Source: an optimization exercise on an open RTL-to-GDS flow (aim: small area, a short achievable clock period and few clock cycles per item). Production flows keep margins and buffers that such runs may drop. In this exercise RTL edits were held to simulation tests only and were not proved equivalent to the original.

## flow/run.sh

```bash
#!/bin/bash
# synth_recipe.tcl (not shown) runs the flow's synth.tcl, then flattens the netlist and writes it again
# the make line also repeats each setting of config.mk as NAME=value (left out here)
make -C /OpenROAD-flow-scripts/flow DESIGN_CONFIG=/design/flow/config.mk WORK_HOME=/design/flow/orfs CLKGATE_MAP_FILE= SYNTH_SCRIPT=/design/flow/synth_recipe.tcl finish
```

## flow/config.mk

```make
export PLATFORM = sky130hd
export DESIGN_NAME = running_mean_variance_stats
export DESIGN_NICKNAME = running_mean_variance_stats
export VERILOG_FILES = /design/flow/design.v
export SDC_FILE = /design/flow/constraint.sdc
export NUM_CORES = 4
export LEC_CHECK = 0
export CAP_MARGIN = 20
export CORE_MARGIN = 2
export CORE_UTILIZATION = 40
export SLEW_MARGIN = 20
```

## flow/constraint.sdc

```tcl
create_clock -name core_clock -period 10.0 [get_ports {aclk}]
set_input_delay 2.0000 -clock core_clock [delete_from_list [all_inputs] [get_ports {aclk}]]
set_output_delay 2.0000 -clock core_clock [all_outputs]
set_load 0.01 [all_outputs]
```

## flow/design.v

```verilog
package rmvs_pkg;
    localparam int FRAC_BITS = 16;
    localparam int CNT_W     = 32;
    localparam int VAL_W     = 32;
    localparam int SQ_W      = 64;
    localparam int BUSY_W    = 48;
    localparam int UTIL_W    = 17;
    localparam logic MODE_SAMPLE = 1'b0;
    localparam logic MODE_BUSY   = 1'b1;
endpackage
module running_mean_variance_stats (
    input  logic        aclk,
    input  logic        aresetn,
    input  logic        cfg_valid,
    output logic        cfg_ready,
    input  logic [47:0] cfg_data,
    input  logic        s_tvalid,
    output logic        s_tready,
    input  logic [31:0] s_tdata,    
    input  logic        s_tuser,    
    output logic        m_tvalid,
    input  logic        m_tready,
    output logic [119:0] m_tdata
);
    typedef enum logic [3:0] {
        ST_IDLE, ST_MDIV, ST_MUPD, ST_PROD, ST_VDIV, ST_SQRT,
        ST_UDIV, ST_OUT
    } state_t;
    state_t state_reg;
    logic [47:0] total_reg;
    logic [31:0] count_reg, mean_reg, x_reg, d1_reg, sd_reg;
    logic [63:0] m2_reg;
    logic [47:0] busy_reg;
    logic        neg_reg;
    logic [63:0] num_reg, quo_reg, rem_reg, div_reg;
    logic [6:0]  step_reg;
    logic [63:0] rt_x_reg, rt_res_reg;
    logic [16:0] util_reg;
    logic [16:0] util_one;
    assign util_one = 17'd1 << rmvs_pkg::FRAC_BITS;
    logic [64:0] rem_sh;
    logic        ge;
    assign rem_sh = {rem_reg, num_reg[63]};
    assign ge     = rem_sh >= {1'b0, div_reg};
    logic [31:0] cnt_inc;
    assign cnt_inc = (count_reg == 32'hFFFF_FFFF) ? count_reg : count_reg + 32'd1;
    logic [31:0] mean_new, d2;
    assign mean_new = neg_reg ? mean_reg - quo_reg[31:0] : mean_reg + quo_reg[31:0];
    assign d2 = neg_reg ? mean_new - x_reg : x_reg - mean_new;
    logic [63:0] prod, m2_sum;
    logic        m2_ovf;
    assign prod = {32'd0, d1_reg} * {32'd0, x_reg};
    assign {m2_ovf, m2_sum} = {1'b0, m2_reg} + {1'b0, prod};
    logic [63:0] rt_bit, rt_sum;
    assign rt_bit = 64'd1 << {step_reg[4:0], 1'b0};
    assign rt_sum = rt_res_reg + rt_bit;
    logic [48:0] busy_sum;
    assign busy_sum = {1'b0, busy_reg} + {17'd0, s_tdata};
    assign s_tready  = (state_reg == ST_IDLE);
    assign cfg_ready = (state_reg == ST_IDLE);
    assign m_tvalid  = (state_reg == ST_OUT);
    assign m_tdata   = {7'd0, util_reg, sd_reg,
                        (count_reg == 32'd0) ? 32'd0 : mean_reg, count_reg};
    always_ff @(posedge aclk) begin
        if (!aresetn) begin
            state_reg <= ST_IDLE;
            total_reg <= '0;
            count_reg <= '0;
            mean_reg  <= '0;
            m2_reg    <= '0;
            busy_reg  <= '0;
        end else begin
            unique case (state_reg)
                ST_IDLE: begin
                    if (cfg_valid) total_reg <= cfg_data;
                    if (s_tvalid) begin
                        x_reg <= s_tdata;
                        if (s_tuser == rmvs_pkg::MODE_SAMPLE) begin
                            count_reg <= cnt_inc;
                            neg_reg   <= s_tdata < mean_reg;
                            d1_reg    <= (s_tdata < mean_reg) ? mean_reg - s_tdata
                                                              : s_tdata - mean_reg;
                            num_reg   <= {(s_tdata < mean_reg) ? mean_reg - s_tdata
                                                               : s_tdata - mean_reg, 32'd0};
                            div_reg   <= {32'd0, cnt_inc};
                            rem_reg   <= '0;
                            quo_reg   <= '0;
                            step_reg  <= 7'd32;
                            state_reg <= ST_MDIV;
                        end else begin
                            busy_reg  <= busy_sum[48] ? 48'hFFFF_FFFF_FFFF : busy_sum[47:0];
                            state_reg <= ST_VDIV;
                            num_reg   <= m2_reg;
                            div_reg   <= {32'd0, count_reg - 32'd1};
                            rem_reg   <= '0;
                            quo_reg   <= '0;
                            step_reg  <= 7'd64;
                        end
                    end
                end
                ST_MDIV, ST_VDIV, ST_UDIV: begin
                    rem_reg  <= ge ? rem_sh[63:0] - div_reg : rem_sh[63:0];
                    quo_reg  <= {quo_reg[62:0], ge};
                    num_reg  <= {num_reg[62:0], 1'b0};
                    step_reg <= step_reg - 7'd1;
                    if (step_reg == 7'd1) begin
                        if (state_reg == ST_MDIV) state_reg <= ST_MUPD;
                        else if (state_reg == ST_VDIV) begin
                            rt_x_reg   <= {quo_reg[62:0], ge};
                            rt_res_reg <= '0;
                            step_reg   <= 7'd31;
                            state_reg  <= ST_SQRT;
                        end else begin
                            util_reg  <= {1'b0, quo_reg[14:0], ge};
                            state_reg <= ST_OUT;
                        end
                    end
                end
                ST_MUPD: begin
                    mean_reg  <= mean_new;
                    x_reg     <= d2;
                    state_reg <= ST_PROD;
                end
                ST_PROD: begin
                    m2_reg    <= m2_ovf ? 64'hFFFF_FFFF_FFFF_FFFF : m2_sum;
                    num_reg   <= m2_ovf ? 64'hFFFF_FFFF_FFFF_FFFF : m2_sum;
                    div_reg   <= {32'd0, count_reg - 32'd1};
                    rem_reg   <= '0;
                    quo_reg   <= '0;
                    step_reg  <= 7'd64;
                    state_reg <= ST_VDIV;
                end
                ST_SQRT: begin
                    if (rt_x_reg >= rt_sum) begin
                        rt_x_reg   <= rt_x_reg - rt_sum;
                        rt_res_reg <= (rt_res_reg >> 1) + rt_bit;
                    end else begin
                        rt_res_reg <= rt_res_reg >> 1;
                    end
                    step_reg <= step_reg - 7'd1;
                    if (step_reg == 7'd0) begin
                        state_reg <= ST_UDIV;
                        num_reg   <= 64'(busy_reg) << rmvs_pkg::FRAC_BITS;
                        div_reg   <= {16'd0, total_reg};
                        rem_reg   <= '0;
                        quo_reg   <= '0;
                        step_reg  <= 7'd48 + 7'(rmvs_pkg::FRAC_BITS);
                    end
                end
                ST_OUT: begin
                    if (m_tready) state_reg <= ST_IDLE;
                end
                default: state_reg <= ST_IDLE;
            endcase
            if (state_reg == ST_SQRT && step_reg == 7'd0) begin
                sd_reg <= (count_reg < 32'd2) ? 32'd0 :
                          ((rt_x_reg >= rt_sum) ? 32'((rt_res_reg >> 1) + rt_bit)
                                                : 32'(rt_res_reg >> 1));
            end
            if (state_reg == ST_UDIV && step_reg == 7'd1) begin
                if (total_reg == 48'd0) util_reg <= '0;
                else if (busy_reg >= total_reg) util_reg <= util_one;
            end
        end
    end
endmodule
```

==> run summary <==
run status finished clean; total track usage 26.7%; Layout area overhead 9.39%; synth warn 1; total grt overflow 0; vias in the first global route 75,119; Residual DRC 0; Setup TNS Final 0 ns; critical path class flip-flop to flip-flop; Worst-path clk slew 0.06 ns; post-CTS setup buffer count 0; initial core utilization 40.1%; Hold Crit Class flip-flop to flip-flop; Worst-Margin Slew 1.20 ns; Post-synth ARST share 0%; clock skew 0.0434 ns; non-filler instance count after layout 13,137; number of synthesized flops with an enable pin 488; CTS tree built; R2R depth 27; first-pass GRT wire length 460 mm; FF+latch count, synth 715; Worst Path Required 10.48 ns; Arr. time, crit path 9.71 ns; most crowded layer after global routing met2; core area 219,000 um2; hold-fix buffers at CTS 0; initial antenna violation count 8; Final nets 11,908; Max-slew headroom 19.1%; Routed Antenna Nets 0; period utilization 92.4%; Mean Syn Cell Area 8.56 um2; die area 224,000 um2; # rows 172; sequential share of the synthesized area 21.8%; IO Pins 209; Starting DRT DRC Count 6,389; placed insts 12,956; GR Util met3 2.86%; input/output buffers 201; crit-path max FO 22; Hold Path Depth 2; Routed wire per std cell 22.9 um; worst skew pair latency 0.73 ns; Max Cap Viol 0; CTS Buffer Depth 3; post-cts sizing count 0; Pre-antenna DRT Iters 10; clock sink count 715; fin. max-slew vios 0; crit path launch type flip-flop; clock tree root buffer cell clkbuf_16; fmax 108 MHz; Final setup violation count 0; unrepaired setup endpoints after global routing false; Main synth FF type edfxtp_1; Cell variety after synth 93; post-DP HPWL 243 mm; Die W 473 um; GR Util met2 44.1%; Hold Fails Final Rpt 0; post-detailed-routing wire length 301 mm; H-tree lvl count 3; largest net degree at the start of global routing 154; Crit. End Element flip-flop; ratio of cells with drive above 1 in the final layout 4.22%; cts bufs inserted 92; gpl congestion 0.996; Post-Synthesis Cells 10,273; chip height 473 um; via/cell ratio 5.61; Mapped Area 87,900 um2; Final min period 9.24 ns; DR vias 73,689; met1 GRT Util 35.6%
cells in the final DEF, fill, tap and decap left out, types with 74 or more instances in the layout:
cell type,Yosys,final
and2_1,543,543
nor2b_1,75,74
edfxtp_1,488,488
o21ai_0,480,480
inv_1,1399,1399
clkbuf_16,0,98
a21o_1,230,229
a21oi_1,695,692
nand3_1,124,124
dfxtp_1,227,227
nor2_1,584,574
fa_1,969,969
xnor2_1,266,265
xor2_1,253,253
ha_1,672,671
nand4_1,141,141
a31oi_1,108,105
buf_4,11,158
clkdlybuf4s50_1,0,200
nand2_1,1464,1462
nor3_1,85,84
cells by family after synthesis:
kind of cell / count (synthesis) / share of synthesized area [%]
simple gates: 3298 / 17.6
fa+ha+maj: 1641 / 31.6
other cells: 1 / 0.00426
buf+inv: 1960 / 8.48
compound gates: 2100 / 14.9
flops: 715 / 21.8
xor+xnor: 519 / 5.17
mux: 39 / 0.454
worst paths after layout:
path	slack (ns)	from	to
setup / recovery	0.76	d1_reg[25]	num_reg[62]
hold / removal	0.47	total_reg[20]	total_reg[20]
setup reg to reg	0.76	d1_reg[25]	num_reg[62]
hold reg to reg	0.47	total_reg[20]	total_reg[20]
layer usage:
layer	wire (um)	share of wire (%)
met1	129000	43
met2	141000	47
met3	18700	6.2
met4	13400	4.5
met5	77	0.026
through the flow:
stage                     util, %  hold WS (ns)  setup WS [ns]  instance area (um2)
after CTS                    43.9         0.469          0.851                96100
after global placement       42.4         0.457          0.998                92800
after global routing         43.9         0.488          0.392                96200
final                        43.9         0.471          0.765                96200
after floorplan                 -         0.449         0.0164                88100
after detailed placement     42.4         0.461          0.890                92900
Yosys cell counts (47+ instances only):
| master | instances | share of area [%] |
|---|---|---|
| a211oi_1 | 66 | 0.56 |
| a21o_1 | 230 | 2.0 |
| a21oi_1 | 695 | 4.0 |
| a222oi_1 | 47 | 0.54 |
| a31oi_1 | 108 | 0.77 |
| and2_1 | 543 | 3.9 |
| and3_1 | 57 | 0.41 |
| clkbuf_1 | 488 | 2.1 |
| dfxtp_1 | 227 | 5.2 |
| edfxtp_1 | 488 | 17 |
| fa_1 | 969 | 22 |
| ha_1 | 672 | 9.6 |
| inv_1 | 1399 | 6.0 |
| nand2_1 | 1464 | 6.2 |
| nand2b_1 | 53 | 0.38 |
| nand3_1 | 124 | 0.71 |
| nand4_1 | 141 | 1.0 |
| nor2_1 | 584 | 2.5 |
| nor2b_1 | 75 | 0.53 |
| nor3_1 | 85 | 0.48 |
| nor4_1 | 47 | 0.33 |
| o21ai_0 | 480 | 2.7 |
| o21bai_1 | 66 | 0.56 |
| xnor2_1 | 266 | 2.6 |
| xor2_1 | 253 | 2.5 |
critical path, stage by stage, from the launching register on:
cell and delay [ns]:
edfxtp_1 1.03, nand2_1 0.19, fa_1 0.55, fa_1 0.56
inv_1 0.05, fa_1 0.49, inv_1 0.09, fa_1 0.54
inv_1 0.05, fa_1 0.49, fa_1 0.54, fa_1 0.54
inv_1 0.07, fa_1 0.48, inv_1 0.07, ha_1 0.40
o21ai_0 0.15, o21ai_0 0.51, o211ai_1 0.20, a311oi_1 0.40
o311ai_0 0.24, buf_4 0.21, nand4_1 0.08, o211ai_1 0.15
o21ai_0 0.26, xnor2_1 0.18, nand2_1 0.08, a221o_1 0.34
cell type report:
type	instances	area, um2
inverter	1401	5260
multi-input combinational	7604	61500
timing repair buffer	367	3330
antenna	7	17.5
sequential	715	19200
tap	2871	3590
clock inverter	46	631
clock buffer	126	2650
fill	21511	123000
Testbench counts, summed over its fixed seeds: cycles 378,940, items 2,048.

-- re-timing with driven ports --
No port has a modelled driver above. Below, the same layout with a new extraction and two added sets of constraints. Step 1 assumes that a clkbuf_16 drives the clock port and a buf_2 every other input. Step 2, shift: input delay + t, output delay - t, t = (earliest + latest rising clock arrival at the registers) / 2. This alone moves slack from input paths to output paths. Slacks: no drivers / after step 1 / after step 2; pairs: no drivers / after step 1.
shift t [ns]: 0.794
setup slack, ns: 0.765 / 0.765 / 0.765
worst slew at a driven data input, ns: 0.16
After both steps this run still meets setup and hold. The setup slack of this run moves by 0.000 ns with the drivers and by 0.000 ns with both steps.
